Context: an optimization exercise on an open-source flow, tuned for small area, a short achievable clock period and few clock cycles per item. The choices shown serve that exercise and are no tape-out recipe. Function was checked by simulation only, so behaviour that the tests miss may differ from the original. Power is estimated from default activity; no workload was simulated.

run A:
==> flow/design.v <==
module mul_div_unit #(
    parameter int WIDTH = 64
) (
    input  logic             Clk,
    input  logic             Reset,
    input  logic             Start,
    input  logic [2:0]       Op,
    input  logic [WIDTH-1:0] BusA,
    input  logic [WIDTH-1:0] BusB,
    input  logic [4:0]       DestReg,
    output logic             Busy,
    output logic             Done,
    output logic [WIDTH-1:0] Result,
    output logic [4:0]       RW,
    output logic             RegWr
);
    localparam int CW = $clog2(WIDTH);        
    localparam logic [2:0] OP_MUL   = 3'b000;
    localparam logic [2:0] OP_UMULH = 3'b001;
    localparam logic [2:0] OP_SMULH = 3'b010;
    localparam logic [2:0] OP_UDIV  = 3'b011;
    localparam logic [2:0] OP_SDIV  = 3'b100;
    function automatic logic [CW-1:0] topbit(input logic [WIDTH-1:0] v);
        logic [CW-1:0] z [WIDTH];
        logic          nz [WIDTH];
        logic [CW-1:0] zh, zl;
        logic          nh, nl;
        for (int i = 0; i < WIDTH; i++) begin
            nz[i] = v[i];
            z[i]  = '0;
        end
        for (int l = 0; l < CW; l++) begin
            for (int i = 0; i < (WIDTH >> (l + 1)); i++) begin
                nh = nz[2*i+1]; zh = z[2*i+1];
                nl = nz[2*i];   zl = z[2*i];
                nz[i] = nh | nl;
                z[i]  = nh ? zh : (zl | (1 << l));
            end
        end
        topbit = nz[0] ? ~z[0] : '0;
    endfunction
    function automatic logic ones_run(input logic [WIDTH-1:0] v);
        logic r;
        r = 1'b1;
        for (int i = 0; i < WIDTH - 1; i++) if (v[i+1] && !v[i]) r = 1'b0;
        ones_run = r;
    endfunction
    function automatic logic shorter(input logic [WIDTH-1:0] p, input logic [WIDTH-1:0] q);
        logic [WIDTH-1:0] above;     
        above[WIDTH-1] = p[WIDTH-1];
        for (int i = WIDTH - 2; i >= 0; i--) above[i] = above[i+1] | p[i];
        shorter = |(q & ~above);
    endfunction
    logic             r_busy;      
    logic             r_done;      
    logic             r_first;     
    logic             r_prep;      
    logic             r_div;       
    logic             r_negq;      
    logic             r_selhi;     
    logic             r_swap;      
    logic             r_msg;       
    logic             r_inv;       
    logic             r_rs;        
    logic             r_ax;        
    logic             r_ay;        
    logic             r_e;         
    logic             r_dbit;      
    logic [CW-1:0]    r_cnt;       
    logic [CW-1:0]    r_ta, r_tb;  
    logic             r_ea, r_eb;  
    logic             r_nzb;       
    logic             r_sb;        
    logic [4:0]       r_rw;
    logic [WIDTH-1:0] r_x;         
    logic [WIDTH-1:0] r_y;         
    logic [WIDTH-1:0] r_lo;        
    logic [WIDTH-1:0] r_hi;        
    logic             w_is_mul, w_is_div, w_msgn, w_dsgn;
    logic             w_sa, w_sb, w_nza, w_nzb;
    logic [WIDTH-1:0] w_va, w_vb;
    logic             w_swap, w_zero, w_first_neg;
    assign w_is_mul = (Op == OP_MUL) || (Op == OP_UMULH) || (Op == OP_SMULH);
    assign w_is_div = (Op == OP_UDIV) || (Op == OP_SDIV);
    assign w_msgn   = (Op == OP_MUL) || (Op == OP_SMULH);
    assign w_dsgn   = (Op == OP_SDIV);
    assign w_sa  = (w_msgn || w_dsgn) && BusA[WIDTH-1];
    assign w_sb  = (w_msgn || w_dsgn) && BusB[WIDTH-1];
    assign w_va  = BusA ^ {WIDTH{w_sa}};
    assign w_vb  = BusB ^ {WIDTH{w_sb}};
    assign w_nza = |w_va;
    assign w_nzb = |w_vb;
    assign w_swap      = w_is_mul && shorter(w_vb, w_va);
    assign w_first_neg = w_swap ? w_sb : w_sa;
    assign w_zero = !(w_is_mul || w_is_div)
                 || (w_is_mul && ((!w_nza && !w_sa) || (!w_nzb && !w_sb)))
                 || (w_is_div && (!w_nzb && !w_sb))
                 || (w_is_div && (!w_nza && !w_sa));
    logic [CW-1:0]    w_cnt0, w_cnt;
    logic [CW:0]      w_lena, w_lenb;
    logic             w_dzero;
    assign w_cnt0  = (r_swap ? r_tb : r_ta) + (r_swap ? r_eb : r_ea);
    assign w_cnt   = r_first ? w_cnt0 : r_cnt;
    assign w_lena  = {1'b0, r_ta} + r_ea;
    assign w_lenb  = r_nzb ? ({1'b0, r_tb} + 1'b1) : {{CW{1'b0}}, r_sb};
    assign w_dzero = r_first && r_div && (w_lena + 1'b1 < w_lenb);
    logic [WIDTH-1:0] w_add_a, w_add_b;
    logic             w_cin;
    logic [WIDTH:0]   w_sum;
    logic             w_c, w_rs, w_q;
    logic [WIDTH-1:0] w_hi_next, w_lo_next;
    logic             w_last;
    logic             w_nbit;
    assign w_add_a = {r_lo[WIDTH-2:0], r_div & r_dbit};
    assign w_add_b = ((r_x & {WIDTH{r_ax}}) | (r_y & {WIDTH{r_ay}})) ^ {WIDTH{r_inv}};
    assign w_cin   = r_inv;
    logic [WIDTH-1:0] w_g [CW+1];
    logic [WIDTH-1:0] w_p [CW+1];
    logic [WIDTH-1:0] w_p0;
    always_comb begin
        w_p0      = w_add_a ^ w_add_b;
        w_g[0]    = w_add_a & w_add_b;
        w_p[0]    = w_p0;
        w_g[0][0] = w_g[0][0] | (w_p0[0] & w_cin);
        for (int l = 0; l < CW; l++) begin
            w_g[l+1] = w_g[l];
            w_p[l+1] = w_p[l];
            for (int i = 0; i < WIDTH; i++) begin
                if ((i >> l) & 1) begin
                    w_g[l+1][i] = w_g[l][i] | (w_p[l][i] & w_g[l][((i >> l) << l) - 1]);
                    w_p[l+1][i] = w_p[l][i] & w_p[l][((i >> l) << l) - 1];
                end
            end
        end
    end
    assign w_sum = {w_g[CW][WIDTH-1], w_p0 ^ {w_g[CW][WIDTH-2:0], w_cin}};
    assign w_c   = w_sum[WIDTH];
    assign w_rs      = r_lo[WIDTH-1] ^ r_sb ^ r_inv ^ w_c;
    assign w_q       = !w_rs && !r_prep;
    assign w_lo_next = w_sum[WIDTH-1:0];
    logic             w_b0, w_flip;
    logic [WIDTH-1:0] w_ht, w_hm;
    assign w_b0   = r_div ? (w_q ^ r_negq) : r_lo[WIDTH-1];
    assign w_flip = r_div ? (r_negq && w_last) : (w_c ^ r_e);
    always_comb begin
        w_ht    = {r_hi[WIDTH-2:0] ^ {(WIDTH-1){r_e}}, 1'b1};
        w_hm[0] = 1'b1;
        for (int i = 1; i < WIDTH; i++) w_hm[i] = w_hm[i-1] & w_ht[i-1];
    end
    assign w_hi_next = {r_hi[WIDTH-2:0], w_b0}
                     ^ (w_hm & {WIDTH{w_flip}} & {{(WIDTH-1){w_b0 ^ r_e}}, 1'b1});
    assign w_last = (w_cnt == '0) && !r_prep;
    assign w_nbit = !w_last && (r_swap ? r_y[w_cnt - 1'b1] : r_x[w_cnt - 1'b1]);
    always_ff @(posedge Clk or posedge Reset) begin
        if (Reset) begin
            r_busy <= 1'b0;
            r_done <= 1'b0;
        end else if (!r_busy) begin
            r_done <= Start && w_zero;
            r_busy <= Start && !w_zero;
        end else if (w_last || w_dzero) begin
            r_busy <= 1'b0;
            r_done <= 1'b1;
        end
    end
    always_ff @(posedge Clk) begin
        if (!r_busy) begin
            if (Start) begin
                r_rw    <= DestReg;
                r_first <= 1'b1;
                r_div   <= w_is_div;
                r_negq  <= w_dsgn && (w_sa ^ w_sb);
                r_selhi <= (Op != OP_MUL);
                r_swap  <= w_swap;
                r_msg   <= w_msgn;
                r_prep  <= w_dsgn && BusA[WIDTH-1];
                r_y     <= BusB;
                r_ta    <= topbit(w_va);
                r_tb    <= topbit(w_vb);
                r_ea    <= w_nza && w_sa && (!w_is_div || ones_run(w_va));
                r_eb    <= w_nzb && w_sb;
                r_nzb   <= w_nzb;
                r_sb    <= w_sb;
                r_ax    <= (w_is_mul && w_swap) || (w_dsgn && BusA[WIDTH-1]);
                r_ay    <= (w_is_div && !(w_dsgn && BusA[WIDTH-1])) || (w_is_mul && !w_swap);
                r_inv   <= w_is_div ? (!w_sb || BusA[WIDTH-1]) : w_first_neg;
                r_e     <= w_is_mul && ((w_msgn && (w_swap ? BusA[WIDTH-1] : BusB[WIDTH-1])) ^ w_first_neg);
                r_dbit  <= !(w_dsgn && BusA[WIDTH-1]);
                r_rs    <= 1'b0;
            end
        end else if (r_prep) begin
            r_prep <= 1'b0;
            r_ax   <= 1'b0;
            r_ay   <= 1'b1;
            r_inv  <= !r_sb;
            r_dbit <= 1'b1;
        end else begin
            r_first <= 1'b0;
            r_cnt   <= w_cnt - 1'b1;
            r_dbit  <= w_nbit;
            if (r_div) begin
                r_rs  <= w_rs;
                r_inv <= w_rs ^ !r_sb;
            end else begin
                r_ax  <= r_swap && w_nbit;
                r_ay  <= !r_swap && w_nbit;
                r_inv <= 1'b0;
                r_e   <= w_nbit && r_msg && (r_swap ? r_x[WIDTH-1] : r_y[WIDTH-1]);
            end
        end
    end
    always_ff @(posedge Clk) begin
        if (!r_busy) begin
            if (Start) r_x <= BusA;
        end else if (r_prep) begin
            r_x <= w_sum[WIDTH-1:0];
        end
    end
    always_ff @(posedge Clk) begin
        if (!r_busy) begin
            r_lo <= '0;
            r_hi <= {WIDTH{w_dsgn && (w_sa ^ w_sb) && !w_zero}};
        end else begin
            r_lo <= r_prep ? '0 : w_lo_next;
            r_hi <= w_dzero ? '0 : w_hi_next;
        end
    end
    assign Busy   = r_busy;
    assign Done   = r_done;
    assign Result = r_selhi ? r_hi : r_lo;
    assign RW     = r_rw;
    assign RegWr  = r_done && (r_rw != 5'd31);
endmodule
Settings: LEC_CHECK=0, CAP_MARGIN=20, CORE_MARGIN=2, CORE_UTILIZATION=40, CTS_BUF_LIST=sky130_fd_sc_hd__clkbuf_8, CTS_CLUSTER_DIAMETER=50, CTS_CLUSTER_SIZE=14, SLEW_MARGIN=20; clock period 5.0 ns.
run.sh (not shown) runs the stock make flow with config.mk's settings and CLKGATE_MAP_FILE= SYNTH_SCRIPT=/design/flow/synth_recipe.tcl, a recipe that flattens the netlist after the stock synthesis.
Testbench counts of run A, summed over its fixed seeds: cycles 51,315, items 4,000.
For run B, these inputs were changed with respect to run A:
Settings: changing CTS_CLUSTER_SIZE from 14 to 24; changing CTS_CLUSTER_DIAMETER from 50 to 60; changing CTS_BUF_LIST from sky130_fd_sc_hd__clkbuf_8 to sky130_fd_sc_hd__clkbuf_16.
Results
Layout checks on run B: not met. Flow itself completed; violations: antenna violations.
Going from run A to run B, post-route minimum period moved up; final cycle utilization of the critical path moved up.
Between run A and run B, the overall track demand over capacity in global routing does not differ in any meaningful way.
Standard cell with the maximum stage delay on the critical path = edfxtp_1: run B; standard cell with the maximum stage delay on the critical path = or4_1: run A
Edits applied to the flow inputs when going from run B to run C:
Settings: setting PLACE_DENSITY to 0.75 for the first time; setting SETUP_SLACK_MARGIN to 0.5 for the first time; changing CTS_BUF_LIST from sky130_fd_sc_hd__clkbuf_16 to sky130_fd_sc_hd__clkbuf_8; changing CTS_CLUSTER_DIAMETER from 60 to 50; changing CTS_CLUSTER_SIZE from 24 to 14.
## What came out
- Run C vs run B: highest cell delay on the worst timing path up in run C
- | clock period minus final worst setup slack | run C vs run B | better |
- Looking at final wirelength, run C sits 4.6% lower than run B does.
- Row signed area change from the synthesized netlist to the final layout: run C higher / run B lower
- Run C completed; timing, DRC and antenna clean
- The final reports for run C and run B show non-clock buffer count higher in the former.
- Taking run B as the reference, in run C final critical-path setup slack went up 260 ps, sequential power increased by about 1% relative to the old numbers.
Here is what was changed in the inputs of run D compared with run C.
Settings: CORE_UTILIZATION now 50, was 40.
## What came out
Sort run C and run D by worst hold margin, ascending, and run C comes first. Status: clock skew parity (run C, run D). Summary of run D over run C: end-of-flow core utilization grew by 12 points, count of buffer and inverter cells on the critical path now larger. Run D ends up with lower non-clock buffer instance count of the final layout than run C does. The clock share of power in run D was lower than what run C gave. On sequential-cell power consumption, run C and run D are neck and neck. Run D against run C; met3 wirelength from detailed routing is up by a little under 10%. The share of power burned in combinational logic in run D sits 0.6 points above the value recorded for run C. Cmp run C and run D / CTS buffer count / lower: run C.

## re-timing with driven ports
No port has a modelled driver above. Below, the same layouts with a new extraction and two added sets of constraints. Step 1, drivers: a clkbuf_16 drives Clk and a buf_2 each remaining input, both assumed. Step 2 moves the port delays by t, midway between the first and last clock arrival at a register: inputs arrive t later, outputs are due t later. That takes back most of the time a late clock gives input paths. Slacks: no drivers / after step 1 / after step 2; pairs: no drivers / after step 1.
| run | t, ns | slack for setup (ns) | worst setup path after step 2 | slew at the worst register clock pin (ns) | worst slew at a driven data input, ns |
|---|---|---|---|---|---|
| run A | 0.627 | 0.345 / 0.345 / 0.199 | input to register | 0.10 / 0.10 | 0.04 |
| run B | 0.621 | 0.299 / 0.299 / 0.193 | input to register | 0.09 / 0.09 | 0.04 |
| run C | 0.702 | 0.557 / 0.557 / 0.205 | input to register | 0.10 / 0.10 | 0.08 |
| run D | 0.623 | 0.435 / 0.435 / 0.111 | input to register | 0.09 / 0.09 | 0.05 |
For run C, which loses most, drivers alone change the setup slack by 0.000 ns; drivers and shift together by -0.352 ns.
